This is an optimization exercise on Yosys and OpenROAD, whose aim is small area, a short achievable clock period and few clock cycles, not a production implementation.
In this exercise RTL edits were held to simulation tests only and were not proved equivalent to the original.
Power figures rest on the tool's default switching activity, not on a simulated workload.

===== design.v =====
module conv_rescaler #(
    parameter int NB_PIXEL = 19,
    parameter int NB_COUNT = 32,
    parameter int NB_OUT   = 8,
    parameter int NB_FRAC  = 16
) (
    input  logic                clock,
    input  logic                reset,
    input  logic                i_extremesValid,
    input  logic [NB_PIXEL-1:0] i_maxValue,
    input  logic [NB_PIXEL-1:0] i_minValue,
    input  logic [NB_COUNT-1:0] i_imageSize,
    input  logic                i_valid,
    input  logic [NB_PIXEL-1:0] i_convValue,
    output logic                o_ready,
    output logic [NB_OUT-1:0]   o_pixel,
    output logic                o_valid,
    output logic                o_endSignal
);
    localparam int NB_R     = NB_PIXEL;
    localparam int NB_SCALE = NB_OUT + NB_FRAC;           
    localparam int ND       = (NB_R + 2) / 2;             
    localparam int LC       = 10;                         
    localparam logic [NB_SCALE-1:0] DIVIDEND = {{NB_OUT{1'b1}}, {NB_FRAC{1'b0}}};
    logic                 busy_q, init_q, prep_q, div_q, run_q;
    logic                 init_d, prep_d, div_d, run_d;
    logic                 v0_q, l0_q, v1_q, l1_q, v2_q, l2_q, v3_q, e3_q;
    logic [NB_PIXEL:0]    c_q;        
    logic [NB_PIXEL-1:0]  min_q, max_q;
    logic                 gt_q;       
    logic                 lt_q;       
    logic                 rneg_q;     
    logic [NB_R-1:0]      range_q;
    logic [NB_COUNT-1:0]  count_q;    
    logic [NB_SCALE-1:0]  scale_q;
    logic [3*ND-2:0]      bd_q;       
    logic [NB_SCALE-1:LC] psa_q, psb_q, psc_q;
    logic                 pc1_q, pc2_q;
    logic [NB_OUT-1:0]    pixel_q;
    logic idle, accept, last_acc, lone_end, start;
    logic [NB_PIXEL:0]    delta;      
    logic                 d_neg, d_big, span_ok;   
    logic [NB_R-1:0]      d_clamp;
    logic [NB_R+1:0]      dx;         
    logic [ND-1:0]        b_one, b_two, b_neg;
    logic [NB_R-1:0]      rem_next;
    logic                 q_bit, dbit_next;
    logic [NB_R-1:0]      lead;       
    logic [NB_R-1:0]      rem_init;
    logic [NB_SCALE:0]    ra, rb, rc;
    logic [LC-1:0]        lo_s, lo_c;
    logic                 lo_co;
    logic [NB_SCALE-LC-1:0] hi_s, hi_c, hi_sum;
    logic [NB_COUNT-1:0]  count_dec;
    logic [NB_R:0]        dsum;
    logic                 dsub_c, gt, lt;
    assign idle     = !busy_q;
    assign accept   = i_valid && run_q;
    assign last_acc = accept && (count_q == NB_COUNT'(1));
    assign start    = idle && i_extremesValid;
    assign lone_end = start && (i_imageSize == '0);
    cr_adds #(NB_PIXEL + 1) u_delta (
        .a(c_q), .b(~{min_q[NB_PIXEL-1], min_q}), .ci(1'b1),
        .s(delta), .co());
    assign d_neg   = lt_q;
    assign span_ok = !rneg_q && (range_q != '0);
    cr_cmp #(NB_PIXEL) u_gt (
        .a({~i_convValue[NB_PIXEL-1], i_convValue[NB_PIXEL-2:0]}),
        .b(~{~max_q[NB_PIXEL-1], max_q[NB_PIXEL-2:0]}), .ci(1'b0), .co(gt));
    assign d_big = gt_q;
    cr_cmp #(NB_PIXEL) u_lt (
        .a({~min_q[NB_PIXEL-1], min_q[NB_PIXEL-2:0]}),
        .b(~{~i_convValue[NB_PIXEL-1], i_convValue[NB_PIXEL-2:0]}), .ci(1'b0), .co(lt));
    always_comb begin
        d_clamp = delta[NB_R-1:0];
        if (d_neg)
            d_clamp = '0;
        else if (d_big)
            d_clamp = range_q;
    end
    assign dx = {1'b0, d_clamp, 1'b0};
    always_comb begin
        for (int r = 0; r < ND; r++) begin
            b_one[r] = dx[2*r+1] ^ dx[2*r];
            b_two[r] = (dx[2*r+2] && !dx[2*r+1] && !dx[2*r]) || (!dx[2*r+2] && dx[2*r+1] && dx[2*r]);
            b_neg[r] = dx[2*r+2];
        end
    end
    always_comb begin
        for (int i = 0; i < NB_R; i++) begin
            lead[i] = range_q[i];
            for (int j = i + 1; j < NB_R; j++)
                if (range_q[j]) lead[i] = 1'b0;
        end
        for (int i = 0; i < NB_R; i++) begin
            rem_init[i] = 1'b0;
            for (int j = i + 1; j <= i + NB_OUT && j < NB_R; j++)
                rem_init[i] = rem_init[i] | lead[j];
        end
    end
    cr_adds #(NB_R + 1) u_div (.a(c_q), .b(~{1'b0, range_q}), .ci(1'b1), .s(dsum), .co(dsub_c));
    assign q_bit     = dsub_c;
    assign rem_next  = q_bit ? dsum[NB_R-1:0] : c_q[NB_R-1:0];
    assign dbit_next = (scale_q[NB_SCALE-2:NB_OUT-1] == '0);
    cr_add #(NB_COUNT) u_cnt (.a(count_q), .b('1), .ci(1'b0), .s(count_dec), .co());
    cr_mul u_mul (.a(scale_q), .one(bd_q[ND-1:0]), .two(bd_q[2*ND-1:ND]),
                  .neg({1'b0, bd_q[3*ND-2:2*ND]}), .ra(ra), .rb(rb), .rc(rc));
    assign lo_s = ra[LC-1:0] ^ rb[LC-1:0] ^ rc[LC-1:0];
    assign lo_c = (ra[LC-1:0] & rb[LC-1:0]) | (ra[LC-1:0] & rc[LC-1:0]) | (rb[LC-1:0] & rc[LC-1:0]);
    cr_cmp #(LC) u_lo (.a(lo_s), .b({lo_c[LC-2:0], 1'b0}), .ci(1'b0), .co(lo_co));
    assign hi_s = psa_q ^ psb_q ^ psc_q;
    assign hi_c = (psa_q & psb_q) | (psa_q & psc_q) | (psb_q & psc_q);
    cr_adds #(NB_SCALE - LC) u_hi (.a(hi_s), .b({hi_c[NB_SCALE-LC-2:0], pc1_q}), .ci(pc2_q), .s(hi_sum), .co());
    assign init_d = start && !lone_end;
    assign prep_d = init_q;
    assign div_d  = (prep_q && span_ok) || (div_q && !scale_q[NB_SCALE-1]);
    assign run_d  = (prep_q && !span_ok) || (div_q && scale_q[NB_SCALE-1]) || (run_q && !last_acc);
    always_ff @(posedge clock or negedge reset) begin
        if (!reset) begin
            busy_q <= 1'b0;
            init_q <= 1'b0;
            prep_q <= 1'b0;
            div_q  <= 1'b0;
            run_q  <= 1'b0;
            v0_q   <= 1'b0;
            l0_q   <= 1'b0;
            v1_q   <= 1'b0;
            l1_q   <= 1'b0;
            v2_q   <= 1'b0;
            l2_q   <= 1'b0;
            v3_q   <= 1'b0;
            e3_q   <= 1'b0;
        end else begin
            busy_q <= init_d || prep_d || div_d || run_d;
            init_q <= init_d;
            prep_q <= prep_d;
            div_q  <= div_d;
            run_q  <= run_d;
            v0_q   <= accept;
            l0_q   <= last_acc;
            v1_q   <= v0_q;
            l1_q   <= l0_q;
            v2_q   <= v1_q;
            l2_q   <= v1_q && l1_q;
            v3_q   <= v2_q;
            e3_q   <= l2_q || lone_end;
        end
    end
    always_ff @(posedge clock) begin
        if (idle)
            c_q <= {i_maxValue[NB_PIXEL-1], i_maxValue};
        else if (prep_q)
            c_q <= {rem_init, (lead[NB_R-1:NB_OUT] == '0)};
        else if (div_q)
            c_q <= {rem_next, dbit_next};
        else
            c_q <= {i_convValue[NB_PIXEL-1], i_convValue};
        if (idle) begin
            min_q   <= i_minValue;
            max_q   <= i_maxValue;
            count_q <= i_imageSize;
        end else if (accept) begin
            count_q <= count_dec;
        end
        if (init_q)
            range_q <= delta[NB_R-1:0];
        if (prep_q)
            scale_q <= span_ok ? NB_SCALE'(lead) : '0;
        else if (div_q)
            scale_q <= {scale_q[NB_SCALE-2:0], q_bit};
        bd_q <= {b_neg[ND-2:0], b_two, b_one};
        gt_q <= gt;
        lt_q <= lt;
        if (init_q)
            rneg_q <= delta[NB_PIXEL];
        psa_q   <= ra[NB_SCALE-1:LC];
        psb_q   <= rb[NB_SCALE-1:LC];
        psc_q   <= rc[NB_SCALE-1:LC];
        pc1_q   <= lo_c[LC-1];
        pc2_q   <= lo_co;
        pixel_q <= hi_sum[NB_SCALE-LC-1:NB_FRAC-LC];
    end
    assign o_ready     = run_q;
    assign o_pixel     = pixel_q;
    assign o_valid     = v3_q;
    assign o_endSignal = e3_q;
endmodule
module cr_add #(
    parameter int W = 8
) (
    input  logic [W-1:0] a,
    input  logic [W-1:0] b,
    input  logic         ci,
    output logic [W-1:0] s,
    output logic         co
);
    localparam int L = $clog2(W + 1);
    localparam int N = 1 << L;
    logic [N-1:0] g, p, x;
    always_comb begin
        x = '0;
        g = '0;
        p = '0;
        x[W-1:0] = a ^ b;
        g[W-1:0] = a & b;
        p[W-1:0] = x[W-1:0];
        g[0] = g[0] | (p[0] & ci);
        for (int d = 0; d < L; d++)
            for (int i = (2 << d) - 1; i < N; i += (2 << d)) begin
                g[i] = g[i] | (p[i] & g[i - (1 << d)]);
                p[i] = p[i] & p[i - (1 << d)];
            end
        for (int d = L - 2; d >= 0; d--)
            for (int i = 3 * (1 << d) - 1; i < N; i += (2 << d)) begin
                g[i] = g[i] | (p[i] & g[i - (1 << d)]);
                p[i] = p[i] & p[i - (1 << d)];
            end
        s[0] = x[0] ^ ci;
        for (int i = 1; i < W; i++)
            s[i] = x[i] ^ g[i - 1];
        co = g[W - 1];
    end
endmodule
module cr_adds #(
    parameter int W = 8
) (
    input  logic [W-1:0] a,
    input  logic [W-1:0] b,
    input  logic         ci,
    output logic [W-1:0] s,
    output logic         co
);
    localparam int L = $clog2(W + 1);
    localparam int N = 1 << L;
    logic [N-1:0] g, p, x;
    always_comb begin
        x = '0;
        g = '0;
        p = '0;
        x[W-1:0] = a ^ b;
        g[W-1:0] = a & b;
        p[W-1:0] = x[W-1:0];
        g[0] = g[0] | (p[0] & ci);
        for (int d = 0; d < L; d++)
            for (int i = 0; i < N; i++)
                if ((i >> d) & 1) begin
                    g[i] = g[i] | (p[i] & g[((i >> d) << d) - 1]);
                    p[i] = p[i] & p[((i >> d) << d) - 1];
                end
        s[0] = x[0] ^ ci;
        for (int i = 1; i < W; i++)
            s[i] = x[i] ^ g[i - 1];
        co = g[W - 1];
    end
endmodule
module cr_cmp #(
    parameter int W = 8
) (
    input  logic [W-1:0] a,
    input  logic [W-1:0] b,
    input  logic         ci,
    output logic         co
);
    localparam int L = $clog2(W + 1);
    localparam int N = 1 << L;
    logic [N-1:0] g, p;
    always_comb begin
        g = '0;
        p = '0;
        g[W-1:0] = a & b;
        p[W-1:0] = a | b;
        g[0] = g[0] | (p[0] & ci);
        for (int d = 0; d < L; d++)
            for (int i = (2 << d) - 1; i < N; i += (2 << d)) begin
                g[i] = g[i] | (p[i] & g[i - (1 << d)]);
                p[i] = p[i] & p[i - (1 << d)];
            end
        for (int d = L - 2; d >= 0; d--)
            for (int i = 3 * (1 << d) - 1; i < N; i += (2 << d)) begin
                g[i] = g[i] | (p[i] & g[i - (1 << d)]);
                p[i] = p[i] & p[i - (1 << d)];
            end
        co = g[W - 1];
    end
endmodule
module cr_mul (input logic [23:0] a, input logic [9:0] one, input logic [9:0] two, input logic [9:0] neg, output logic [24:0] ra, output logic [24:0] rb, output logic [24:0] rc);
wire pp1;
wire pp2;
wire pp3;
wire pp4;
wire pp5;
wire pp6;
wire pp7;
wire pp8;
wire pp9;
wire pp10;
wire pp11;
wire pp12;
wire pp13;
wire pp14;
wire pp15;
wire pp16;
wire pp17;
wire pp18;
wire pp19;
wire pp20;
wire pp21;
wire pp22;
wire pp23;
wire pp24;
wire pp25;
wire pp26;
wire pp27;
wire pp28;
wire pp29;
wire pp30;
wire pp31;
wire pp32;
wire pp33;
wire pp34;
wire pp35;
wire pp36;
wire pp37;
wire pp38;
wire pp39;
wire pp40;
wire pp41;
wire pp42;
wire pp43;
wire pp44;
wire pp45;
wire pp46;
wire pp47;
wire pp48;
wire pp49;
wire pp50;
wire pp51;
wire pp52;
wire pp53;
wire pp54;
wire pp55;
wire pp56;
wire pp57;
wire pp58;
wire pp59;
wire pp60;
wire pp61;
wire pp62;
wire pp63;
wire pp64;
wire pp65;
wire pp66;
wire pp67;
wire pp68;
wire pp69;
wire pp70;
wire pp71;
wire pp72;
wire pp73;
wire pp74;
wire pp75;
wire pp76;
wire pp77;
wire pp78;
wire pp79;
wire pp80;
wire pp81;
wire pp82;
wire pp83;
wire pp84;
wire pp85;
wire pp86;
wire pp87;
wire pp88;
wire pp89;
wire pp90;
wire pp91;
wire pp92;
wire pp93;
wire pp94;
wire pp95;
wire pp96;
wire pp97;
wire pp98;
wire pp99;
wire pp100;
wire pp101;
wire pp102;
wire pp103;
wire pp104;
wire pp105;
wire pp106;
wire pp107;
wire pp108;
wire pp109;
wire pp110;
wire pp111;
wire pp112;
wire pp113;
wire pp114;
wire pp115;
wire pp116;
wire pp117;
wire pp118;
wire pp119;
wire pp120;
wire pp121;
wire pp122;
wire pp123;
wire pp124;
wire pp125;
wire pp126;
wire pp127;
wire pp128;
wire pp129;
wire pp130;
wire pp131;
wire pp132;
wire pp133;
wire pp134;
wire pp135;
wire pp136;
wire pp137;
wire pp138;
wire pp139;
wire pp140;
wire pp141;
wire pp142;
wire pp143;
wire pp144;
wire pp145;
wire pp146;
wire pp147;
wire pp148;
wire pp149;
wire pp150;
wire pp151;
wire pp152;
wire pp153;
wire pp154;
wire pp155;
wire pp156;
wire pp157;
wire pp158;
wire pp159;
wire pp160;
wire s161;
wire c162;
wire s163;
wire c164;
wire s165;
wire c166;
wire s167;
wire c168;
wire s169;
wire c170;
wire s171;
wire c172;
wire s173;
wire c174;
wire s175;
wire c176;
wire s177;
wire c178;
wire s179;
wire c180;
wire s181;
wire c182;
wire s183;
wire c184;
wire s185;
wire c186;
wire s187;
wire c188;
wire s189;
wire c190;
wire s191;
wire c192;
wire s193;
wire c194;
wire s195;
wire c196;
wire s197;
wire c198;
wire s199;
wire c200;
wire s201;
wire c202;
wire s203;
wire c204;
wire s205;
wire c206;
wire s207;
wire c208;
wire s209;
wire c210;
wire s211;
wire c212;
wire s213;
wire c214;
wire s215;
wire c216;
wire s217;
wire c218;
wire s219;
wire c220;
wire s221;
wire c222;
wire s223;
wire c224;
wire s225;
wire c226;
wire s227;
wire c228;
wire s229;
wire c230;
wire s231;
wire c232;
wire s233;
wire c234;
wire s235;
wire c236;
wire s237;
wire c238;
wire s239;
wire c240;
wire s241;
wire c242;
wire s243;
wire c244;
wire s245;
wire c246;
wire s247;
wire c248;
wire s249;
wire c250;
wire s251;
wire c252;
wire s253;
wire c254;
wire s255;
wire c256;
wire s257;
wire c258;
wire s259;
wire c260;
wire s261;
wire c262;
wire s263;
wire c264;
wire s265;
wire c266;
wire s267;
wire c268;
wire s269;
wire c270;
wire s271;
wire c272;
wire s273;
wire c274;
wire s275;
wire c276;
wire s277;
wire c278;
wire s279;
wire c280;
wire s281;
wire c282;
wire s283;
wire c284;
wire s285;
wire c286;
wire s287;
wire c288;
wire s289;
wire c290;
wire s291;
wire c292;
wire s293;
wire c294;
wire s295;
wire c296;
wire s297;
wire c298;
wire s299;
wire c300;
wire s301;
wire c302;
wire s303;
wire c304;
wire s305;
wire c306;
wire s307;
wire c308;
wire s309;
wire c310;
wire s311;
wire c312;
wire s313;
wire c314;
wire s315;
wire c316;
wire s317;
wire c318;
wire s319;
wire c320;
wire s321;
wire c322;
wire s323;
wire c324;
wire s325;
wire c326;
wire s327;
wire c328;
wire s329;
wire c330;
wire s331;
wire c332;
wire s333;
wire c334;
wire s335;
wire c336;
wire s337;
wire c338;
wire s339;
wire c340;
wire s341;
wire c342;
wire s343;
wire c344;
wire s345;
wire c346;
wire s347;
wire c348;
wire s349;
wire c350;
wire s351;
wire c352;
wire s353;
wire c354;
wire s355;
wire c356;
wire x357;
wire x358;
wire x359;
wire x360;
wire x361;
wire x362;
wire x363;
wire x364;
wire x365;
wire x366;
wire x367;
wire x368;
wire x369;
wire x370;
assign pp1 = ((one[0] & a[0])) ^ neg[0];
assign pp2 = ((one[0] & a[1]) | (two[0] & a[0])) ^ neg[0];
assign pp3 = ((one[0] & a[2]) | (two[0] & a[1])) ^ neg[0];
assign pp4 = ((one[0] & a[3]) | (two[0] & a[2])) ^ neg[0];
assign pp5 = ((one[0] & a[4]) | (two[0] & a[3])) ^ neg[0];
assign pp6 = ((one[0] & a[5]) | (two[0] & a[4])) ^ neg[0];
assign pp7 = ((one[0] & a[6]) | (two[0] & a[5])) ^ neg[0];
assign pp8 = ((one[0] & a[7]) | (two[0] & a[6])) ^ neg[0];
assign pp9 = ((one[0] & a[8]) | (two[0] & a[7])) ^ neg[0];
assign pp10 = ((one[0] & a[9]) | (two[0] & a[8])) ^ neg[0];
assign pp11 = ((one[0] & a[10]) | (two[0] & a[9])) ^ neg[0];
assign pp12 = ((one[0] & a[11]) | (two[0] & a[10])) ^ neg[0];
assign pp13 = ((one[0] & a[12]) | (two[0] & a[11])) ^ neg[0];
assign pp14 = ((one[0] & a[13]) | (two[0] & a[12])) ^ neg[0];
assign pp15 = ((one[0] & a[14]) | (two[0] & a[13])) ^ neg[0];
assign pp16 = ((one[0] & a[15]) | (two[0] & a[14])) ^ neg[0];
assign pp17 = ((one[0] & a[16]) | (two[0] & a[15])) ^ neg[0];
assign pp18 = ((one[0] & a[17]) | (two[0] & a[16])) ^ neg[0];
assign pp19 = ((one[0] & a[18]) | (two[0] & a[17])) ^ neg[0];
assign pp20 = ((one[0] & a[19]) | (two[0] & a[18])) ^ neg[0];
assign pp21 = ((one[0] & a[20]) | (two[0] & a[19])) ^ neg[0];
assign pp22 = ((one[0] & a[21]) | (two[0] & a[20])) ^ neg[0];
assign pp23 = ((one[0] & a[22]) | (two[0] & a[21])) ^ neg[0];
assign pp24 = ((one[0] & a[23]) | (two[0] & a[22])) ^ neg[0];
assign pp25 = ((two[0] & a[23])) ^ neg[0];
assign pp26 = ((one[1] & a[0])) ^ neg[1];
assign pp27 = ((one[1] & a[1]) | (two[1] & a[0])) ^ neg[1];
assign pp28 = ((one[1] & a[2]) | (two[1] & a[1])) ^ neg[1];
assign pp29 = ((one[1] & a[3]) | (two[1] & a[2])) ^ neg[1];
assign pp30 = ((one[1] & a[4]) | (two[1] & a[3])) ^ neg[1];
assign pp31 = ((one[1] & a[5]) | (two[1] & a[4])) ^ neg[1];
assign pp32 = ((one[1] & a[6]) | (two[1] & a[5])) ^ neg[1];
assign pp33 = ((one[1] & a[7]) | (two[1] & a[6])) ^ neg[1];
assign pp34 = ((one[1] & a[8]) | (two[1] & a[7])) ^ neg[1];
assign pp35 = ((one[1] & a[9]) | (two[1] & a[8])) ^ neg[1];
assign pp36 = ((one[1] & a[10]) | (two[1] & a[9])) ^ neg[1];
assign pp37 = ((one[1] & a[11]) | (two[1] & a[10])) ^ neg[1];
assign pp38 = ((one[1] & a[12]) | (two[1] & a[11])) ^ neg[1];
assign pp39 = ((one[1] & a[13]) | (two[1] & a[12])) ^ neg[1];
assign pp40 = ((one[1] & a[14]) | (two[1] & a[13])) ^ neg[1];
assign pp41 = ((one[1] & a[15]) | (two[1] & a[14])) ^ neg[1];
assign pp42 = ((one[1] & a[16]) | (two[1] & a[15])) ^ neg[1];
assign pp43 = ((one[1] & a[17]) | (two[1] & a[16])) ^ neg[1];
assign pp44 = ((one[1] & a[18]) | (two[1] & a[17])) ^ neg[1];
assign pp45 = ((one[1] & a[19]) | (two[1] & a[18])) ^ neg[1];
assign pp46 = ((one[1] & a[20]) | (two[1] & a[19])) ^ neg[1];
assign pp47 = ((one[1] & a[21]) | (two[1] & a[20])) ^ neg[1];
assign pp48 = ((one[1] & a[22]) | (two[1] & a[21])) ^ neg[1];
assign pp49 = ((one[2] & a[0])) ^ neg[2];
assign pp50 = ((one[2] & a[1]) | (two[2] & a[0])) ^ neg[2];
assign pp51 = ((one[2] & a[2]) | (two[2] & a[1])) ^ neg[2];
assign pp52 = ((one[2] & a[3]) | (two[2] & a[2])) ^ neg[2];
assign pp53 = ((one[2] & a[4]) | (two[2] & a[3])) ^ neg[2];
assign pp54 = ((one[2] & a[5]) | (two[2] & a[4])) ^ neg[2];
assign pp55 = ((one[2] & a[6]) | (two[2] & a[5])) ^ neg[2];
assign pp56 = ((one[2] & a[7]) | (two[2] & a[6])) ^ neg[2];
assign pp57 = ((one[2] & a[8]) | (two[2] & a[7])) ^ neg[2];
assign pp58 = ((one[2] & a[9]) | (two[2] & a[8])) ^ neg[2];
assign pp59 = ((one[2] & a[10]) | (two[2] & a[9])) ^ neg[2];
assign pp60 = ((one[2] & a[11]) | (two[2] & a[10])) ^ neg[2];
assign pp61 = ((one[2] & a[12]) | (two[2] & a[11])) ^ neg[2];
assign pp62 = ((one[2] & a[13]) | (two[2] & a[12])) ^ neg[2];
assign pp63 = ((one[2] & a[14]) | (two[2] & a[13])) ^ neg[2];
assign pp64 = ((one[2] & a[15]) | (two[2] & a[14])) ^ neg[2];
assign pp65 = ((one[2] & a[16]) | (two[2] & a[15])) ^ neg[2];
assign pp66 = ((one[2] & a[17]) | (two[2] & a[16])) ^ neg[2];
assign pp67 = ((one[2] & a[18]) | (two[2] & a[17])) ^ neg[2];
assign pp68 = ((one[2] & a[19]) | (two[2] & a[18])) ^ neg[2];
assign pp69 = ((one[2] & a[20]) | (two[2] & a[19])) ^ neg[2];
assign pp70 = ((one[3] & a[0])) ^ neg[3];
assign pp71 = ((one[3] & a[1]) | (two[3] & a[0])) ^ neg[3];
assign pp72 = ((one[3] & a[2]) | (two[3] & a[1])) ^ neg[3];
assign pp73 = ((one[3] & a[3]) | (two[3] & a[2])) ^ neg[3];
assign pp74 = ((one[3] & a[4]) | (two[3] & a[3])) ^ neg[3];
assign pp75 = ((one[3] & a[5]) | (two[3] & a[4])) ^ neg[3];
assign pp76 = ((one[3] & a[6]) | (two[3] & a[5])) ^ neg[3];
assign pp77 = ((one[3] & a[7]) | (two[3] & a[6])) ^ neg[3];
assign pp78 = ((one[3] & a[8]) | (two[3] & a[7])) ^ neg[3];
assign pp79 = ((one[3] & a[9]) | (two[3] & a[8])) ^ neg[3];
assign pp80 = ((one[3] & a[10]) | (two[3] & a[9])) ^ neg[3];
assign pp81 = ((one[3] & a[11]) | (two[3] & a[10])) ^ neg[3];
assign pp82 = ((one[3] & a[12]) | (two[3] & a[11])) ^ neg[3];
assign pp83 = ((one[3] & a[13]) | (two[3] & a[12])) ^ neg[3];
assign pp84 = ((one[3] & a[14]) | (two[3] & a[13])) ^ neg[3];
assign pp85 = ((one[3] & a[15]) | (two[3] & a[14])) ^ neg[3];
assign pp86 = ((one[3] & a[16]) | (two[3] & a[15])) ^ neg[3];
assign pp87 = ((one[3] & a[17]) | (two[3] & a[16])) ^ neg[3];
assign pp88 = ((one[3] & a[18]) | (two[3] & a[17])) ^ neg[3];
assign pp89 = ((one[4] & a[0])) ^ neg[4];
assign pp90 = ((one[4] & a[1]) | (two[4] & a[0])) ^ neg[4];
assign pp91 = ((one[4] & a[2]) | (two[4] & a[1])) ^ neg[4];
assign pp92 = ((one[4] & a[3]) | (two[4] & a[2])) ^ neg[4];
assign pp93 = ((one[4] & a[4]) | (two[4] & a[3])) ^ neg[4];
assign pp94 = ((one[4] & a[5]) | (two[4] & a[4])) ^ neg[4];
assign pp95 = ((one[4] & a[6]) | (two[4] & a[5])) ^ neg[4];
assign pp96 = ((one[4] & a[7]) | (two[4] & a[6])) ^ neg[4];
assign pp97 = ((one[4] & a[8]) | (two[4] & a[7])) ^ neg[4];
assign pp98 = ((one[4] & a[9]) | (two[4] & a[8])) ^ neg[4];
assign pp99 = ((one[4] & a[10]) | (two[4] & a[9])) ^ neg[4];
assign pp100 = ((one[4] & a[11]) | (two[4] & a[10])) ^ neg[4];
assign pp101 = ((one[4] & a[12]) | (two[4] & a[11])) ^ neg[4];
assign pp102 = ((one[4] & a[13]) | (two[4] & a[12])) ^ neg[4];
assign pp103 = ((one[4] & a[14]) | (two[4] & a[13])) ^ neg[4];
assign pp104 = ((one[4] & a[15]) | (two[4] & a[14])) ^ neg[4];
assign pp105 = ((one[4] & a[16]) | (two[4] & a[15])) ^ neg[4];
assign pp106 = ((one[5] & a[0])) ^ neg[5];
assign pp107 = ((one[5] & a[1]) | (two[5] & a[0])) ^ neg[5];
assign pp108 = ((one[5] & a[2]) | (two[5] & a[1])) ^ neg[5];
assign pp109 = ((one[5] & a[3]) | (two[5] & a[2])) ^ neg[5];
assign pp110 = ((one[5] & a[4]) | (two[5] & a[3])) ^ neg[5];
assign pp111 = ((one[5] & a[5]) | (two[5] & a[4])) ^ neg[5];
assign pp112 = ((one[5] & a[6]) | (two[5] & a[5])) ^ neg[5];
assign pp113 = ((one[5] & a[7]) | (two[5] & a[6])) ^ neg[5];
assign pp114 = ((one[5] & a[8]) | (two[5] & a[7])) ^ neg[5];
assign pp115 = ((one[5] & a[9]) | (two[5] & a[8])) ^ neg[5];
assign pp116 = ((one[5] & a[10]) | (two[5] & a[9])) ^ neg[5];
assign pp117 = ((one[5] & a[11]) | (two[5] & a[10])) ^ neg[5];
assign pp118 = ((one[5] & a[12]) | (two[5] & a[11])) ^ neg[5];
assign pp119 = ((one[5] & a[13]) | (two[5] & a[12])) ^ neg[5];
assign pp120 = ((one[5] & a[14]) | (two[5] & a[13])) ^ neg[5];
assign pp121 = ((one[6] & a[0])) ^ neg[6];
assign pp122 = ((one[6] & a[1]) | (two[6] & a[0])) ^ neg[6];
assign pp123 = ((one[6] & a[2]) | (two[6] & a[1])) ^ neg[6];
assign pp124 = ((one[6] & a[3]) | (two[6] & a[2])) ^ neg[6];
assign pp125 = ((one[6] & a[4]) | (two[6] & a[3])) ^ neg[6];
assign pp126 = ((one[6] & a[5]) | (two[6] & a[4])) ^ neg[6];
assign pp127 = ((one[6] & a[6]) | (two[6] & a[5])) ^ neg[6];
assign pp128 = ((one[6] & a[7]) | (two[6] & a[6])) ^ neg[6];
assign pp129 = ((one[6] & a[8]) | (two[6] & a[7])) ^ neg[6];
assign pp130 = ((one[6] & a[9]) | (two[6] & a[8])) ^ neg[6];
assign pp131 = ((one[6] & a[10]) | (two[6] & a[9])) ^ neg[6];
assign pp132 = ((one[6] & a[11]) | (two[6] & a[10])) ^ neg[6];
assign pp133 = ((one[6] & a[12]) | (two[6] & a[11])) ^ neg[6];
assign pp134 = ((one[7] & a[0])) ^ neg[7];
assign pp135 = ((one[7] & a[1]) | (two[7] & a[0])) ^ neg[7];
assign pp136 = ((one[7] & a[2]) | (two[7] & a[1])) ^ neg[7];
assign pp137 = ((one[7] & a[3]) | (two[7] & a[2])) ^ neg[7];
assign pp138 = ((one[7] & a[4]) | (two[7] & a[3])) ^ neg[7];
assign pp139 = ((one[7] & a[5]) | (two[7] & a[4])) ^ neg[7];
assign pp140 = ((one[7] & a[6]) | (two[7] & a[5])) ^ neg[7];
assign pp141 = ((one[7] & a[7]) | (two[7] & a[6])) ^ neg[7];
assign pp142 = ((one[7] & a[8]) | (two[7] & a[7])) ^ neg[7];
assign pp143 = ((one[7] & a[9]) | (two[7] & a[8])) ^ neg[7];
assign pp144 = ((one[7] & a[10]) | (two[7] & a[9])) ^ neg[7];
assign pp145 = ((one[8] & a[0])) ^ neg[8];
assign pp146 = ((one[8] & a[1]) | (two[8] & a[0])) ^ neg[8];
assign pp147 = ((one[8] & a[2]) | (two[8] & a[1])) ^ neg[8];
assign pp148 = ((one[8] & a[3]) | (two[8] & a[2])) ^ neg[8];
assign pp149 = ((one[8] & a[4]) | (two[8] & a[3])) ^ neg[8];
assign pp150 = ((one[8] & a[5]) | (two[8] & a[4])) ^ neg[8];
assign pp151 = ((one[8] & a[6]) | (two[8] & a[5])) ^ neg[8];
assign pp152 = ((one[8] & a[7]) | (two[8] & a[6])) ^ neg[8];
assign pp153 = ((one[8] & a[8]) | (two[8] & a[7])) ^ neg[8];
assign pp154 = (one[9] & a[0]);
assign pp155 = (one[9] & a[1]) | (two[9] & a[0]);
assign pp156 = (one[9] & a[2]) | (two[9] & a[1]);
assign pp157 = (one[9] & a[3]) | (two[9] & a[2]);
assign pp158 = (one[9] & a[4]) | (two[9] & a[3]);
assign pp159 = (one[9] & a[5]) | (two[9] & a[4]);
assign pp160 = (one[9] & a[6]) | (two[9] & a[5]);
assign s161 = pp17 ^ pp40;
assign c162 = pp17 & pp40;
assign s163 = pp18 ^ pp41;
assign c164 = pp18 & pp41;
assign s165 = pp19 ^ pp42 ^ pp63;
assign c166 = (pp19 & pp42) | (pp19 & pp63) | (pp42 & pp63);
assign s167 = pp20 ^ pp43 ^ pp64;
assign c168 = (pp20 & pp43) | (pp20 & pp64) | (pp43 & pp64);
assign s169 = pp21 ^ pp44 ^ pp65;
assign c170 = (pp21 & pp44) | (pp21 & pp65) | (pp44 & pp65);
assign s171 = pp22 ^ pp45 ^ pp66;
assign c172 = (pp22 & pp45) | (pp22 & pp66) | (pp45 & pp66);
assign s173 = pp23 ^ pp46 ^ pp67;
assign c174 = (pp23 & pp46) | (pp23 & pp67) | (pp46 & pp67);
assign s175 = pp24 ^ pp47 ^ pp68;
assign c176 = (pp24 & pp47) | (pp24 & pp68) | (pp47 & pp68);
assign s177 = pp11 ^ pp34;
assign c178 = pp11 & pp34;
assign s179 = pp12 ^ pp35;
assign c180 = pp12 & pp35;
assign s181 = pp13 ^ pp36 ^ pp57;
assign c182 = (pp13 & pp36) | (pp13 & pp57) | (pp36 & pp57);
assign s183 = pp76 ^ pp93;
assign c184 = pp76 & pp93;
assign s185 = pp14 ^ pp37 ^ pp58;
assign c186 = (pp14 & pp37) | (pp14 & pp58) | (pp37 & pp58);
assign s187 = pp77 ^ pp94;
assign c188 = pp77 & pp94;
assign s189 = pp15 ^ pp38 ^ pp59;
assign c190 = (pp15 & pp38) | (pp15 & pp59) | (pp38 & pp59);
assign s191 = pp78 ^ pp95 ^ pp110;
assign c192 = (pp78 & pp95) | (pp78 & pp110) | (pp95 & pp110);
assign s193 = pp123 ^ pp134;
assign c194 = pp123 & pp134;
assign s195 = pp16 ^ pp39 ^ pp60;
assign c196 = (pp16 & pp39) | (pp16 & pp60) | (pp39 & pp60);
assign s197 = pp79 ^ pp96 ^ pp111;
assign c198 = (pp79 & pp96) | (pp79 & pp111) | (pp96 & pp111);
assign s199 = pp124 ^ pp135;
assign c200 = pp124 & pp135;
assign s201 = pp61 ^ pp80 ^ pp97;
assign c202 = (pp61 & pp80) | (pp61 & pp97) | (pp80 & pp97);
assign s203 = pp112 ^ pp125 ^ pp136;
assign c204 = (pp112 & pp125) | (pp112 & pp136) | (pp125 & pp136);
assign s205 = pp145 ^ neg[8] ^ s161;
assign c206 = (pp145 & neg[8]) | (pp145 & s161) | (neg[8] & s161);
assign s207 = pp62 ^ pp81 ^ pp98;
assign c208 = (pp62 & pp81) | (pp62 & pp98) | (pp81 & pp98);
assign s209 = pp113 ^ pp126 ^ pp137;
assign c210 = (pp113 & pp126) | (pp113 & pp137) | (pp126 & pp137);
assign s211 = pp146 ^ s163 ^ c162;
assign c212 = (pp146 & s163) | (pp146 & c162) | (s163 & c162);
assign s213 = pp82 ^ pp99 ^ pp114;
assign c214 = (pp82 & pp99) | (pp82 & pp114) | (pp99 & pp114);
assign s215 = pp127 ^ pp138 ^ pp147;
assign c216 = (pp127 & pp138) | (pp127 & pp147) | (pp138 & pp147);
assign s217 = pp154 ^ s165 ^ c164;
assign c218 = (pp154 & s165) | (pp154 & c164) | (s165 & c164);
assign s219 = pp83 ^ pp100 ^ pp115;
assign c220 = (pp83 & pp100) | (pp83 & pp115) | (pp100 & pp115);
assign s221 = pp128 ^ pp139 ^ pp148;
assign c222 = (pp128 & pp139) | (pp128 & pp148) | (pp139 & pp148);
assign s223 = pp155 ^ s167 ^ c166;
assign c224 = (pp155 & s167) | (pp155 & c166) | (s167 & c166);
assign s225 = pp84 ^ pp101 ^ pp116;
assign c226 = (pp84 & pp101) | (pp84 & pp116) | (pp101 & pp116);
assign s227 = pp129 ^ pp140 ^ pp149;
assign c228 = (pp129 & pp140) | (pp129 & pp149) | (pp140 & pp149);
assign s229 = pp156 ^ s169 ^ c168;
assign c230 = (pp156 & s169) | (pp156 & c168) | (s169 & c168);
assign s231 = pp85 ^ pp102 ^ pp117;
assign c232 = (pp85 & pp102) | (pp85 & pp117) | (pp102 & pp117);
assign s233 = pp130 ^ pp141 ^ pp150;
assign c234 = (pp130 & pp141) | (pp130 & pp150) | (pp141 & pp150);
assign s235 = pp157 ^ s171 ^ c170;
assign c236 = (pp157 & s171) | (pp157 & c170) | (s171 & c170);
assign s237 = pp86 ^ pp103 ^ pp118;
assign c238 = (pp86 & pp103) | (pp86 & pp118) | (pp103 & pp118);
assign s239 = pp131 ^ pp142 ^ pp151;
assign c240 = (pp131 & pp142) | (pp131 & pp151) | (pp142 & pp151);
assign s241 = pp158 ^ s173 ^ c172;
assign c242 = (pp158 & s173) | (pp158 & c172) | (s173 & c172);
assign s243 = pp87 ^ pp104 ^ pp119;
assign c244 = (pp87 & pp104) | (pp87 & pp119) | (pp104 & pp119);
assign s245 = pp132 ^ pp143 ^ pp152;
assign c246 = (pp132 & pp143) | (pp132 & pp152) | (pp143 & pp152);
assign s247 = pp159 ^ s175 ^ c174;
assign c248 = (pp159 & s175) | (pp159 & c174) | (s175 & c174);
assign s249 = pp7 ^ pp30;
assign c250 = pp7 & pp30;
assign s251 = pp8 ^ pp31;
assign c252 = pp8 & pp31;
assign s253 = pp9 ^ pp32 ^ pp53;
assign c254 = (pp9 & pp32) | (pp9 & pp53) | (pp32 & pp53);
assign s255 = pp72 ^ pp89;
assign c256 = pp72 & pp89;
assign s257 = pp10 ^ pp33 ^ pp54;
assign c258 = (pp10 & pp33) | (pp10 & pp54) | (pp33 & pp54);
assign s259 = pp73 ^ pp90;
assign c260 = pp73 & pp90;
assign s261 = pp55 ^ pp74 ^ pp91;
assign c262 = (pp55 & pp74) | (pp55 & pp91) | (pp74 & pp91);
assign s263 = pp106 ^ neg[5] ^ s177;
assign c264 = (pp106 & neg[5]) | (pp106 & s177) | (neg[5] & s177);
assign s265 = pp56 ^ pp75 ^ pp92;
assign c266 = (pp56 & pp75) | (pp56 & pp92) | (pp75 & pp92);
assign s267 = pp107 ^ s179 ^ c178;
assign c268 = (pp107 & s179) | (pp107 & c178) | (s179 & c178);
assign s269 = pp108 ^ pp121 ^ neg[6];
assign c270 = (pp108 & pp121) | (pp108 & neg[6]) | (pp121 & neg[6]);
assign s271 = s181 ^ s183 ^ c180;
assign c272 = (s181 & s183) | (s181 & c180) | (s183 & c180);
assign s273 = pp109 ^ pp122 ^ s185;
assign c274 = (pp109 & pp122) | (pp109 & s185) | (pp122 & s185);
assign s275 = s187 ^ c182 ^ c184;
assign c276 = (s187 & c182) | (s187 & c184) | (c182 & c184);
assign s277 = neg[7] ^ s189 ^ s191;
assign c278 = (neg[7] & s189) | (neg[7] & s191) | (s189 & s191);
assign s279 = s193 ^ c186 ^ c188;
assign c280 = (s193 & c186) | (s193 & c188) | (c186 & c188);
assign s281 = s195 ^ s197 ^ s199;
assign c282 = (s195 & s197) | (s195 & s199) | (s197 & s199);
assign s283 = c190 ^ c192 ^ c194;
assign c284 = (c190 & c192) | (c190 & c194) | (c192 & c194);
assign s285 = s201 ^ s203 ^ s205;
assign c286 = (s201 & s203) | (s201 & s205) | (s203 & s205);
assign s287 = c196 ^ c198 ^ c200;
assign c288 = (c196 & c198) | (c196 & c200) | (c198 & c200);
assign s289 = s207 ^ s209 ^ s211;
assign c290 = (s207 & s209) | (s207 & s211) | (s209 & s211);
assign s291 = c202 ^ c204 ^ c206;
assign c292 = (c202 & c204) | (c202 & c206) | (c204 & c206);
assign s293 = s213 ^ s215 ^ s217;
assign c294 = (s213 & s215) | (s213 & s217) | (s215 & s217);
assign s295 = c208 ^ c210 ^ c212;
assign c296 = (c208 & c210) | (c208 & c212) | (c210 & c212);
assign s297 = s219 ^ s221 ^ s223;
assign c298 = (s219 & s221) | (s219 & s223) | (s221 & s223);
assign s299 = c214 ^ c216 ^ c218;
assign c300 = (c214 & c216) | (c214 & c218) | (c216 & c218);
assign s301 = s225 ^ s227 ^ s229;
assign c302 = (s225 & s227) | (s225 & s229) | (s227 & s229);
assign s303 = c220 ^ c222 ^ c224;
assign c304 = (c220 & c222) | (c220 & c224) | (c222 & c224);
assign s305 = s231 ^ s233 ^ s235;
assign c306 = (s231 & s233) | (s231 & s235) | (s233 & s235);
assign s307 = c226 ^ c228 ^ c230;
assign c308 = (c226 & c228) | (c226 & c230) | (c228 & c230);
assign s309 = s237 ^ s239 ^ s241;
assign c310 = (s237 & s239) | (s237 & s241) | (s239 & s241);
assign s311 = c232 ^ c234 ^ c236;
assign c312 = (c232 & c234) | (c232 & c236) | (c234 & c236);
assign s313 = s243 ^ s245 ^ s247;
assign c314 = (s243 & s245) | (s243 & s247) | (s245 & s247);
assign s315 = c238 ^ c240 ^ c242;
assign c316 = (c238 & c240) | (c238 & c242) | (c240 & c242);
assign s317 = pp5 ^ pp28;
assign c318 = pp5 & pp28;
assign s319 = pp6 ^ pp29;
assign c320 = pp6 & pp29;
assign s321 = pp51 ^ pp70 ^ neg[3];
assign c322 = (pp51 & pp70) | (pp51 & neg[3]) | (pp70 & neg[3]);
assign s323 = pp52 ^ pp71 ^ s251;
assign c324 = (pp52 & pp71) | (pp52 & s251) | (pp71 & s251);
assign s325 = neg[4] ^ s253 ^ s255;
assign c326 = (neg[4] & s253) | (neg[4] & s255) | (s253 & s255);
assign s327 = s257 ^ s259 ^ c254;
assign c328 = (s257 & s259) | (s257 & c254) | (s259 & c254);
assign s329 = s261 ^ s263 ^ c258;
assign c330 = (s261 & s263) | (s261 & c258) | (s263 & c258);
assign s331 = s265 ^ s267 ^ c262;
assign c332 = (s265 & s267) | (s265 & c262) | (s267 & c262);
assign s333 = s269 ^ s271 ^ c266;
assign c334 = (s269 & s271) | (s269 & c266) | (s271 & c266);
assign s335 = s273 ^ s275 ^ c270;
assign c336 = (s273 & s275) | (s273 & c270) | (s275 & c270);
assign s337 = s277 ^ s279 ^ c274;
assign c338 = (s277 & s279) | (s277 & c274) | (s279 & c274);
assign s339 = s281 ^ s283 ^ c278;
assign c340 = (s281 & s283) | (s281 & c278) | (s283 & c278);
assign s341 = s285 ^ s287 ^ c282;
assign c342 = (s285 & s287) | (s285 & c282) | (s287 & c282);
assign s343 = s289 ^ s291 ^ c286;
assign c344 = (s289 & s291) | (s289 & c286) | (s291 & c286);
assign s345 = s293 ^ s295 ^ c290;
assign c346 = (s293 & s295) | (s293 & c290) | (s295 & c290);
assign s347 = s297 ^ s299 ^ c294;
assign c348 = (s297 & s299) | (s297 & c294) | (s299 & c294);
assign s349 = s301 ^ s303 ^ c298;
assign c350 = (s301 & s303) | (s301 & c298) | (s303 & c298);
assign s351 = s305 ^ s307 ^ c302;
assign c352 = (s305 & s307) | (s305 & c302) | (s307 & c302);
assign s353 = s309 ^ s311 ^ c306;
assign c354 = (s309 & s311) | (s309 & c306) | (s311 & c306);
assign s355 = s313 ^ s315 ^ c310;
assign c356 = (s313 & s315) | (s313 & c310) | (s315 & c310);
assign x357 = pp25 ^ pp48;
assign x358 = pp69 ^ pp88;
assign x359 = pp105 ^ pp120;
assign x360 = pp133 ^ pp144;
assign x361 = pp153 ^ pp160;
assign x362 = x357 ^ x358;
assign x363 = x359 ^ x360;
assign x364 = x361 ^ x362;
assign x365 = x363 ^ c176;
assign x366 = c244 ^ c246;
assign x367 = x364 ^ x365;
assign x368 = x366 ^ x367;
assign x369 = c248 ^ x368;
assign x370 = x369 ^ c314;
assign ra = {c316, c312, c308, c304, c300, c296, c292, c288, c284, c280, c276, c272, c268, c264, c260, c256, c252, c250, s249, pp50, pp49, pp4, pp3, pp2, pp1};
assign rb = {x370, s355, s353, s351, s349, s347, s345, s343, s341, s339, s337, s335, s333, s331, s329, s327, s325, s323, s321, s319, neg[2], pp27, pp26, 1'b0, neg[0]};
assign rc = {c356, c354, c352, c350, c348, c346, c344, c342, c340, c338, c336, c334, c332, c330, c328, c326, c324, c322, c320, c318, s317, 1'b0, neg[1], 1'b0, 1'b0};
endmodule

===== flow/run.sh =====
#!/bin/bash
# Standard layout, with the port buffers made from the smallest plain buffer, a clock tree
# of clkbuf_8 buffers without dummy loads, and timing repair aiming for 5.6 ns of setup slack
# (a 3.4 ns period) at the design's 9 ns clock.
set -euo pipefail
export BUFFER_PORTS_ARGS="-buffer_cell sky130_fd_sc_hd__buf_1"
export CTS_ARGS="-sink_clustering_enable -repair_clock_nets -dont_use_dummy_load -buf_list {sky130_fd_sc_hd__clkbuf_8}"
export SETUP_SLACK_MARGIN=5.6
bash standard.sh > standard_flow.log 2>&1

===== standard.sh =====
#!/bin/bash
# synth_recipe.tcl (not shown) runs the flow's synth.tcl, then flattens the netlist and writes it again
# the make line also repeats each setting of config.mk as NAME=value (left out here)
make -C /OpenROAD-flow-scripts/flow DESIGN_CONFIG=/design/flow/config.mk WORK_HOME=/design/flow/orfs CLKGATE_MAP_FILE= SYNTH_SCRIPT=/design/flow/synth_recipe.tcl "${@:-finish}"

===== config.mk =====
export PLATFORM = sky130hd
export DESIGN_NAME = conv_rescaler
export DESIGN_NICKNAME = conv_rescaler
export VERILOG_FILES = /design/flow/design.v
export SDC_FILE = /design/flow/constraint.sdc
export NUM_CORES = 4
export LEC_CHECK = 0
export ABC_CLOCK_PERIOD_IN_PS = 3500
export CAP_MARGIN = 20
export CORE_MARGIN = 2
export CORE_UTILIZATION = 40
export SLEW_MARGIN = 20

===== constraint.sdc =====
create_clock -name core_clock -period 9.0 [get_ports {clock}]
set_input_delay 1.8000 -clock core_clock [delete_from_list [all_inputs] [get_ports {clock}]]
set_output_delay 1.8000 -clock core_clock [all_outputs]
set_load 0.01 [all_outputs]

==> out/summary.txt, run 1 <==
FMAX: 295 MHz
Post-route clock period utilization: 37.6%
Final setup viols: 0
R2r endpoint: psb_q[23]
Area grow syn2layout: 10.7%
Power consumption: 3.80 mW
DP Wirelength: 31,700 um
Post-synth ARST share: 5.65%
Grt total ovfl: 0
Vias in the first global route: 13,100
Commonest non-fill, non-tap cell in the layout: inv_1
CP Class: reg -> reg
Initial antenna violation count: 0
ANT cells: 0
DIE AREA: 0.0430 mm^2
Post-Route WL: 45,300 um
Syn avg cell area: 9.98 um^2
Placer Congestion: 0.903
Pwr Density: 207 mW/mm^2
Clock Latency Late Sink: 630 ps
Worst vdd ir: 102 uV
Final count of hold timing violations: 0
Via count: 12,800
Status: no timing/DRC/antenna violations
Num ports: 104
Largest net degree at the start of global routing: 88
Port Buf Inserts: 103
Final Skew: 125 ps
Area leader, netlist: edfxtp_1
All-Layer GR Usage: 20.9%
Start of the worst register-to-register path: scale_q[19]
WL/cell: 19.8 um
Die extent in y: 207 um
Final routed DRC violation total: 0
EDFF count, synth: 114
Finished layout cell area: 0.0183 mm^2
CTS Sinks: 230
Crit path capture type: flip-flop
First-pass GRT wire length: 71,700 um
CTS tree: yes
Critical path arrival: 3790 ps
Reg clk slew, reported paths: 60 ps
CTS root buf: clkbuf_8
Layout net count: 2,032
Synth area leaders: edfxtp_1 21%, dfxtp_1 12%, fa_1 12%
Met3 WL: 3290 um
Worst-margin pin slew: 1040 ps
Final min period: 3390 ps
Ys flop type: edfxtp_1
Core area: 0.0408 mm^2
Dpl cell area: 0.0173 mm^2
Row count: 74
Max cap viols: 0
Most frequent cells in the layout: 161 x inv_1, 145 x a22oi_1, 134 x xnor2_1, 114 x edfxtp_1, 103 x buf_1
WP data required: 9400 ps
Worst Hold End: v3_q
Max-slew headroom: 30.7%
Die width: 207 um
Gate Count Post-Synth: 1,657
P_leak: 7.12 nW
H-tree levels: 2
Setup_tns: 0 ps
Drt pass-1 iters: 6
Crit path launch type: flip-flop
CTS buffer count: 44
Final Max Slew Viols: 0
Antenna Nets Post-Route: 0
Top routing layer in use: met4
Layout cells sized above 1: 8.04%
Hold wc startpoint: v2_q
DR iter-0 viols: 1,103
Total of warnings raised by yosys: 6
Hold Crit Class: reg -> reg
Vias per cell: 5.60
Critical path fanouts, max: 6
Longest Clk Path Bufs: 3
#FFs+latches synth: 230
Mapped Nets: 1,934
Register area share after synthesis: 35.1%
Netlist cell types: 72
Cell count of the worst hold path: 0
Fillers: 3,877
Met2 WL: 20,800 um
RSZ-0062 raised after global routing: true
Cell area after synthesis: 0.0165 mm^2
Yosys top cell area share: 20.7%
Initial Util: 40.5%
Reg-to-reg slack, setup: 5610 ps
Wl on met1: 19,400 um
Worst-case reg-to-reg path depth: 11
==> metrics by stage <==
| step | setup slack (ps) | cells | hold WS [ps] | util, % |
|---|---|---|---|---|
| after floorplan | 5580 | 1657 | 331 | - |
| after global placement | 5230 | 2203 | 335 | 42.4 |
| after detailed placement | 5190 | 2203 | 336 | 42.4 |
| after CTS | 5560 | 2255 | 347 | 44.1 |
| after global routing | 5470 | 2285 | 365 | 44.8 |
| final | 5610 | 2285 | 346 | 44.8 |
==> power breakdown <==
part	leakage [nW]	switching, mW	internal (mW)
clock network	0.316	0.407	0.427
logic	4.76	0.822	0.742
registers	2.05	0.126	1.27
total	7.12	1.35	2.44
==> cell usage after synthesis (all sizes together), types with 5 or more instances <==
cell / n
xnor2: 134
a211oi: 6
fa: 102
ha: 82
maj3: 19
inv: 164
or3: 7
nor4: 24
buf: 20
xor2: 74
and2: 6
o211ai: 15
o21ai: 74
clkbuf: 87
edfxtp: 114
a21oi: 57
nand4: 16
a31oi: 7
a22oi: 148
nor2b: 12
o2bb2ai: 7
o22ai: 9
nor2: 86
dfrtp: 13
a21o: 7
nand3b: 5
mux2: 6
mux2i: 27
nand2b: 18
nand3: 17
dfxtp: 103
o21a: 9
nand2: 80
a221oi: 7
nor3: 31
==> worst max-delay path, cell delays in order, from the launching register on <==
cell and delay (ps):
edfxtp_1 490, a22oi_1 240, xor2_1 240, fa_1 480, fa_1 520, inv_1 50, fa_1 390, xnor2_1 190
xnor2_1 160, xnor2_1 160, xnor2_1 150, xnor2_1 90
==> cells by family after synthesis <==
| logic type | synth area share (%) |
|---|---|
| flip-flops | 35.1 |
| buffers and inverters | 6.26 |
| AND/OR/NAND/NOR | 9.12 |
| AO/OA/AOI/OAI | 16.7 |
| adder cells (fa/ha/maj) | 19.7 |
| multiplexers | 2.04 |
| XOR/XNOR | 11.0 |
==> final cells by class <==
cell class | count | area (um^2) | area share [%]
Clock buffer | 44 | 606 | 3.31
Multi-Input combinational cell | 1156 | 9770 | 53.4
Sequential cell | 230 | 5830 | 31.9
Tap cell | 532 | 666 | 3.64
Inverter | 165 | 621 | 3.39
Timing Repair Buffer | 158 | 803 | 4.39
==> worst max-delay path by stage <==
stage | slack (ps) | cells past startpoint | endpoint | from
6_report | 5610 | 11 | psb_q[23] | scale_q[19]
5_1_grt | 5470 | 11 | psb_q[23] | scale_q[19]
4_1_cts | 5560 | 11 | psb_q[23] | bd_q[0]
3_5_place_dp | 5190 | 9 | lt_q | i_convValue[0]
3_3_place_gp | 5230 | 9 | lt_q | i_convValue[0]
2_1_floorplan | 5580 | 8 | lt_q | i_convValue[13]
==> state kept, by name, summed over array words and instances (netlist names), 8 cells and up <==
register	flops
count_q	32
min_q	19
bd_q	29
pixel_q	8
psa_q	14
range_q	19
c_q	20
scale_q	24
psb_q	14
psc_q	14
max_q	19
==> per-layer routing <==
layer / GRT usage (%) / vias to the layer above
met1: 27.8 / 6160
met2: 32.7 / 492
met3: 4.18 / 131
li1: - / 6009
met4: 9.51 / 0
met5: 0 / -
==> repair_timing <==
action	4_1_cts	5_1_grt
buffers inserted	8	29
gates resized for setup	11	16
pin swaps	0	6
gates cloned	0	1
setup endpoints to repair	17	30
hold buffers	0	0
Testbench counts, summed over its fixed seeds: cycles 20,392.
==> run 2: changes to the inputs <==
==> flow/run.sh (replaced) <==
#!/bin/bash
# Standard layout, with the port buffers made from the smallest plain buffer, a clock tree
# of clkbuf_8 buffers without dummy loads, and timing repair aiming for 6.1 ns of setup slack
# (a 2.9 ns period) at the design's 9 ns clock.
set -euo pipefail
export BUFFER_PORTS_ARGS="-buffer_cell sky130_fd_sc_hd__buf_1"
export CTS_ARGS="-sink_clustering_enable -repair_clock_nets -dont_use_dummy_load -buf_list {sky130_fd_sc_hd__clkbuf_8}"
export SETUP_SLACK_MARGIN=6.1
bash standard.sh > standard_flow.log 2>&1
==> out/summary.txt, run 2 <==
Longest Clk Path Bufs: 3 (unchanged)
P_leak: 7.55 nW (was 7.12 nW)
Post-synth ARST share: 5.65% (unchanged)
Gate Count Post-Synth: 1,657 (unchanged)
Final setup viols: 0 (unchanged)
Reg clk slew, reported paths: 50 ps (was 60 ps)
WL/cell: 20.0 um (was 19.8 um)
Antenna Nets Post-Route: 0 (unchanged)
Initial Util: 40.5% (unchanged)
CTS Sinks: 230 (unchanged)
Max FFs per register: 32 (unchanged)
Critical path arrival: 3670 ps (was 3790 ps)
Critical path fanouts, max: 4 (was 6)
Status: no timing/DRC/antenna violations (unchanged)
CP delay by family, top: adder cells (unchanged)
Most common cell in the netlist: inv_1 (unchanged)
Die width: 207 um (unchanged)
CP max stage delay: 510 ps (was 520 ps)
Area grow syn2layout: 17.2% (was 10.7%)
Cell area after synthesis: 0.0165 mm^2 (unchanged)
Total of warnings raised by yosys: 6 (unchanged)
Top reg by flops: count_q (unchanged)
Final min period: 3240 ps (was 3390 ps)
RSZ-0062 raised after global routing: true (unchanged)
Worst path bufs/invs: 3 (was 1)
Max cap viols: 0 (unchanged)
Synth area leaders: edfxtp_1 21%, dfxtp_1 12%, fa_1 12% (unchanged)
Syn avg cell area: 9.98 um^2 (unchanged)
H-tree levels: 2 (unchanged)
Clock Latency Late Sink: 640 ps (was 630 ps)
Via count: 13,200 (was 12,800)
Minimum hold slack: 348 ps (was 346 ps)
Power consumption: 3.89 mW (was 3.80 mW)
CTS root buf: clkbuf_8 (unchanged)
Pwr Density: 201 mW/mm^2 (was 207 mW/mm^2)
Core area: 0.0408 mm^2 (unchanged)
Layout cells sized above 1: 17.4% (was 8.04%)
CP Class: reg -> reg (unchanged)
All-Layer GR Usage: 21.4% (was 20.9%)
Ys flop type: edfxtp_1 (unchanged)
Worst vdd ir: 116 uV (was 102 uV)
Placer Congestion: 0.912 (was 0.903)
Final Max Slew Viols: 0 (unchanged)
Final count of hold timing violations: 0 (unchanged)
Commonest non-fill, non-tap cell in the layout: inv_1 (unchanged)
Commonest cells post-synth: 162 x inv_1, 148 x a22oi_1, 134 x xnor2_1 (unchanged)
Slowest-stage cell, CP: fa_1 (unchanged)
First-pass GRT wire length: 73,100 um (was 71,700 um)
Cell mode on critical path: fa_1 (was xnor2_1)
Initial antenna violation count: 1 (was 0)
ANT cells: 0 (unchanged)
Netlist cell types: 72 (unchanged)
CTS buffer count: 45 (was 44)
Layout net count: 2,091 (was 2,032)
Num ports: 104 (unchanged)
Setup_tns: 0 ps (unchanged)
Vias in the first global route: 13,300 (was 13,100)
Dpl cell area: 0.0175 mm^2 (was 0.0173 mm^2)
Row count: 74 (unchanged)
Crit path capture type: flip-flop (unchanged)
Most frequent cells in the layout: 150 x inv_1, 128 x xnor2_1, 126 x a22oi_1, 114 x edfxtp_1, 95 x buf_1 (was 161 x inv_1, 145 x a22oi_1, 134 x xnor2_1, 114 x edfxtp_1, 103 x buf_1)
WP data required: 9430 ps (was 9400 ps)
Final routed DRC violation total: 0 (unchanged)
#FFs+latches synth: 230 (unchanged)
Final Util: 47.5% (was 44.8%)
Max-slew headroom: 38.2% (was 30.7%)
Register area share after synthesis: 35.1% (unchanged)
Finished layout cell area: 0.0194 mm^2 (was 0.0183 mm^2)
Biggest regs: count_q: 32 flops, bd_q: 29 flops, scale_q: 24 flops (unchanged)
Drt pass-1 iters: 7 (was 6)
DIE AREA: 0.0430 mm^2 (unchanged)
Largest net degree at the start of global routing: 58 (was 88)
DP Wirelength: 32,000 um (was 31,700 um)
Die extent in y: 207 um (unchanged)
CTS tree: yes (unchanged)
Crit path launch type: flip-flop (unchanged)
Vias per cell: 5.62 (was 5.60)
Final Skew: 94.6 ps (was 125 ps)
Worst-path cell chain: buf_6 > buf_6 > a22oi_2 > xor2_1 > fa_1 > fa_1 > inv_2 > fa_1 > fa_2 (was a22oi_1 > xor2_1 > fa_1 > fa_1 > inv_1 > fa_1 > xnor2_1 > xnor2_1 > xnor2_1 > xnor2_1 > xnor2_1)
DR iter-0 viols: 1,035 (was 1,103)
Area leader, netlist: edfxtp_1 (unchanged)
Port Buf Inserts: 103 (unchanged)
FMAX: 309 MHz (was 295 MHz)
Worst-margin pin slew: 927 ps (was 1040 ps)
EDFF count, synth: 114 (unchanged)
Grt total ovfl: 0 (unchanged)
Post-Route WL: 46,900 um (was 45,300 um)
Mapped Nets: 1,934 (unchanged)
Yosys top cell area share: 20.7% (unchanged)
Hold Crit Class: reg -> reg (unchanged)
Post-route clock period utilization: 36.0% (was 37.6%)
-- run 2: logic make-up after synthesis --
group | after synthesis | synth area share (%)
buffers and inverters | 272 | 6.26
adders and majority gates | 203 | 19.7
AOI/OAI and AO/OA | 398 | 16.7
muxes | 33 | 2.04
and+or+nand+nor | 313 | 9.12
xor gates and xnor gates | 208 | 11.0
DFF | 230 | 35.1
-- run 2: routing by layer --
layer / vias to the layer above / part of all wire [%] / global-route usage (%)
met5: - / 0.028 / 0
met4: 2 / 4.6 / 11.0
met3: 121 / 6.6 / 3.51
met2: 553 / 46 / 33.8
met1: 6351 / 43 / 28.3
li1: 6142 / - / -
-- run 2: timing repair --
| item | CTS | global route |
|---|---|---|
| pin swaps | 40 | 51 |
| setup buffers | 49 | 45 |
| hold buffers | 0 | 0 |
| gates resized for setup | 73 | 85 |
| setup endpoints to repair | 76 | 63 |
| gates cloned | 2 | 1 |
-- run 2: final cells by class --
class / count / area [um^2]
well taps: 532 / 666
clock buffers: 45 / 619
multi-input cells: 1158 / 10300
repair buffers: 214 / 1330
fillers: 3840 / 21400
inverters: 165 / 622
flip-flops and latches: 230 / 5850
-- run 2: path summary, 6_finish.rpt --
path                              from        end  slack, ps  cells past startpoint
setup / recovery           scale_q[17]  psb_q[18]       5760                      9
min in group asynchronous        reset       v2_q       1210                      1
setup reg to reg           scale_q[17]  psb_q[18]       5760                      9
hold / removal                    v2_q       v3_q        350                      0
max in group asynchronous        reset     busy_q       7310                      1
hold reg to reg                   v2_q       v3_q        350                      0
-- run 2: stage by stage --
step | worst slack [ps] | instances
after floorplan | 5670 | 1657
after global placement | 5270 | 2202
after detailed placement | 5290 | 2202
after CTS | 5800 | 2298
after global routing | 5690 | 2344
final | 5760 | 2344
-- run 2: report_power, final --
| group | internal (mW) | total [mW] | switching [mW] |
|---|---|---|---|
| Clock | 0.436 | 0.842 | 0.406 |
| Sequential | 1.27 | 1.40 | 0.129 |
| Combinational | 0.789 | 1.64 | 0.856 |
| Total | 2.50 | 3.89 | 1.39 |
==> run 3: changes to the inputs <==
==> flow/run.sh (replaced) <==
#!/bin/bash
# Standard layout, with the port buffers made from the smallest plain buffer, a clock tree
# of clkbuf_8 buffers without dummy loads, and timing repair aiming for 5.8 ns of setup slack
# (a 3.2 ns period) at the design's 9 ns clock.
set -euo pipefail
export BUFFER_PORTS_ARGS="-buffer_cell sky130_fd_sc_hd__buf_1"
export CTS_ARGS="-sink_clustering_enable -repair_clock_nets -dont_use_dummy_load -buf_list {sky130_fd_sc_hd__clkbuf_8}"
export SETUP_SLACK_MARGIN=5.8
bash standard.sh > standard_flow.log 2>&1
==> out/summary.txt, run 3 <==
All-Layer GR Usage: 21.6% (was 21.4%)
Setup_tns: 0 ps (unchanged)
Hold-fix buffers, CTS: 0 (unchanged)
Post-Route WL: 46,700 um (was 46,900 um)
Post-route clock period utilization: 35.7% (was 36.0%)
Die extent in y: 207 um (unchanged)
Gate Count Post-Synth: 1,657 (unchanged)
Wl on met1: 19,900 um (was 20,000 um)
Ys flop type: edfxtp_1 (unchanged)
Netlist cell types: 72 (unchanged)
DR iter-0 viols: 1,080 (was 1,035)
Hold Crit Class: reg -> reg (unchanged)
ANT cells: 0 (unchanged)
Area grow syn2layout: 13.7% (was 17.2%)
Max cap viols: 0 (unchanged)
Row count: 74 (unchanged)
Met2 WL: 20,900 um (was 21,600 um)
Drt pass-1 iters: 5 (was 7)
Met3 WL: 3420 um (was 3090 um)
Final Max Slew Viols: 0 (unchanged)
Commonest cells post-synth: 162 x inv_1, 148 x a22oi_1, 134 x xnor2_1 (unchanged)
Most frequent cells in the layout: 157 x inv_1, 132 x xnor2_1, 131 x a22oi_1, 114 x edfxtp_1, 103 x buf_1 (was 150 x inv_1, 128 x xnor2_1, 126 x a22oi_1, 114 x edfxtp_1, 95 x buf_1)
CTS Sinks: 230 (unchanged)
Final count of hold timing violations: 0 (unchanged)
Yosys top cell area share: 20.7% (unchanged)
CTS tree: yes (unchanged)
Synth area leaders: edfxtp_1 21%, dfxtp_1 12%, fa_1 12% (unchanged)
Clock Latency Late Sink: 640 ps (about the same)
EDFF count, synth: 114 (unchanged)
Vias in the first global route: 13,300 (about the same)
Vias per cell: 5.66 (was 5.62)
DIE AREA: 0.0430 mm^2 (unchanged)
Status: no timing/DRC/antenna violations (unchanged)
H-tree levels: 2 (unchanged)
Crit path capture type: flip-flop (unchanged)
Port Buf Inserts: 103 (unchanged)
Register area share after synthesis: 35.1% (unchanged)
First-pass GRT wire length: 73,600 um (was 73,100 um)
Final routed DRC violation total: 0 (unchanged)
#FFs+latches synth: 230 (unchanged)
Commonest non-fill, non-tap cell in the layout: inv_1 (unchanged)
Num ports: 104 (unchanged)
WP data required: 9450 ps (was 9430 ps)
Final min period: 3210 ps (was 3240 ps)
Power consumption: 3.83 mW (was 3.89 mW)
Most common cell in the netlist: inv_1 (unchanged)
Worst vdd ir: 109 uV (was 116 uV)
P_leak: 7.31 nW (was 7.55 nW)
Layout net count: 2,058 (was 2,091)
Post-synth ARST share: 5.65% (unchanged)
Placer Congestion: 0.919 (was 0.912)
Antenna Nets Post-Route: 0 (unchanged)
Syn avg cell area: 9.98 um^2 (unchanged)
CTS buffer count: 44 (was 45)
RSZ-0062 raised after global routing: true (unchanged)
Max FFs per register: 32 (unchanged)
Final setup viols: 0 (unchanged)
Grt total ovfl: 0 (unchanged)
Crit path launch type: flip-flop (unchanged)
FMAX: 311 MHz (was 309 MHz)
Critical path arrival: 3660 ps (was 3670 ps)
Max-slew headroom: 28.2% (was 38.2%)
Top routing layer in use: met4 (was met5)
DP Wirelength: 32,000 um (about the same)
Biggest regs: count_q: 32 flops, bd_q: 29 flops, scale_q: 24 flops (unchanged)
Initial Util: 40.5% (unchanged)
Final Util: 46.0% (was 47.5%)
Initial antenna violation count: 0 (was 1)
Mapped Nets: 1,934 (unchanged)
Top reg by flops: count_q (unchanged)
Longest Clk Path Bufs: 3 (unchanged)
Via count: 13,100 (was 13,200)
Die width: 207 um (unchanged)
Pwr Density: 204 mW/mm^2 (was 201 mW/mm^2)
WL/cell: 20.2 um (was 20.0 um)
Final Skew: 106 ps (was 94.6 ps)
Worst-margin pin slew: 1070 ps (was 927 ps)
Total of warnings raised by yosys: 6 (unchanged)
CTS root buf: clkbuf_8 (unchanged)
Reg clk slew, reported paths: 60 ps (was 50 ps)
Largest net degree at the start of global routing: 60 (was 58)
Core area: 0.0408 mm^2 (unchanged)
Pre-CTS WS: 5320 ps (was 5290 ps)
Critical path fanouts, max: 6 (was 4)
Cell area after synthesis: 0.0165 mm^2 (unchanged)
Final WS setup: 5790 ps (was 5760 ps)
Area leader, netlist: edfxtp_1 (unchanged)
CP Class: reg -> reg (unchanged)
Layout cells sized above 1: 12.4% (was 17.4%)
-- run 3: cell counts after synthesis --
Identical to the previous run, type by type.
-- run 3: final cells by class --
type / count / area [um^2]
Tap cell: 532 / 666
Sequential cell: 230 / 5840
Multi-Input combinational cell: 1157 / 10000
Inverter: 165 / 619
Timing Repair Buffer: 183 / 1060
Fill cell: 3845 / 22000
Clock buffer: 44 / 606
-- run 3: repair_timing --
| item | CTS | global route |
|---|---|---|
| setup endpoints to repair | 34 | 37 |
| cloned | 2 | 0 |
| pin swaps | 16 | 41 |
| buffers inserted | 35 | 29 |
| gates resized for setup | 35 | 49 |
-- run 3: stage by stage --
step	instance area, um^2	hold WS (ps)	cells
2_1_floorplan	16600	331	1657
3_5_place_dp	17300	336	2201
4_1_cts	18400	342	2282
5_1_grt	18800	354	2311
3_3_place_gp	17300	334	2201
6_report	18800	340	2311
-- run 3: worst max-delay path: stages (launching register included) --
cell and delay (ps):
edfxtp_1 480, buf_6 190, a22oi_2 160, xor2_1 220, fa_2 480, fa_1 530
inv_1 50, fa_1 460, fa_1 470
-- run 3: kinds of logic (layout without fill, tap and decap cells) --
logic type / count (synthesis) / count (layout) / synth area share, %
adder cells (fa/ha/maj): 203 / 203 / 19.7
AO/OA/AOI/OAI: 398 / 400 / 16.7
multiplexers: 33 / 33 / 2.04
XOR/XNOR: 208 / 208 / 11.0
flip-flops: 230 / 230 / 35.1
AND/OR/NAND/NOR: 313 / 313 / 9.12
buffers and inverters: 272 / 392 / 6.26
-- run 3: power by group --
| part | total (mW) | switching (mW) | internal [mW] |
|---|---|---|---|
| registers | 1.41 | 0.134 | 1.27 |
| logic | 1.58 | 0.824 | 0.758 |
| clock network | 0.846 | 0.419 | 0.428 |
| total | 3.83 | 1.38 | 2.46 |
-- run 3: final timing paths --
kind / from / to / slack, ps / cells past startpoint
min reg2reg: v2_q / v3_q / 340 / 0
min in group asynchronous: reset / v3_q / 1200 / 1
max in group asynchronous: reset / busy_q / 7320 / 1
max: scale_q[17] / psb_q[21] / 5790 / 8
max reg2reg: scale_q[17] / psb_q[21] / 5790 / 8
min: v2_q / v3_q / 340 / 0
-- run 3: metal layers --
layer | up-vias | global-route usage [%]
met2 | 566 | 33.3
met3 | 139 | 3.86
met1 | 6316 | 28.8
met5 | - | 0
met4 | 0 | 12.0
li1 | 6061 | -

afterwards: timing with drivers on the ports:
The flow's constraints put no driver on any port. The routed layouts listed below were extracted and timed again, unchanged, in two steps. Step 1: set_driving_cell puts a clkbuf_16 on clock and a buf_2 on each other input, an assumption about the parent block. Step 2 moves the port delays by t, midway between the first and last clock arrival at a register: inputs arrive t later, outputs are due t later. That takes back most of the time a late clock gives input paths. Three values: ideal, step 1, step 2; two values: the first two.
run | t (ns) | setup WS [ns] | worst setup path after step 2 | slew at the worst register clock pin (ns) | cell pins on the clock port's net
run 1 | 0.617 | 5.613 / 5.613 / 5.213 | input to register | 0.06 / 0.06 | 1
run 2 | 0.639 | 5.764 / 5.764 / 5.499 | input to register | 0.06 / 0.06 | 1
run 3 | 0.637 | 5.789 / 5.789 / 5.371 | input to register | 0.06 / 0.06 | 1
After both steps every run listed still meets setup and hold. For run 3, which loses most, drivers alone change the setup slack by 0.000 ns; drivers and shift together by -0.418 ns.
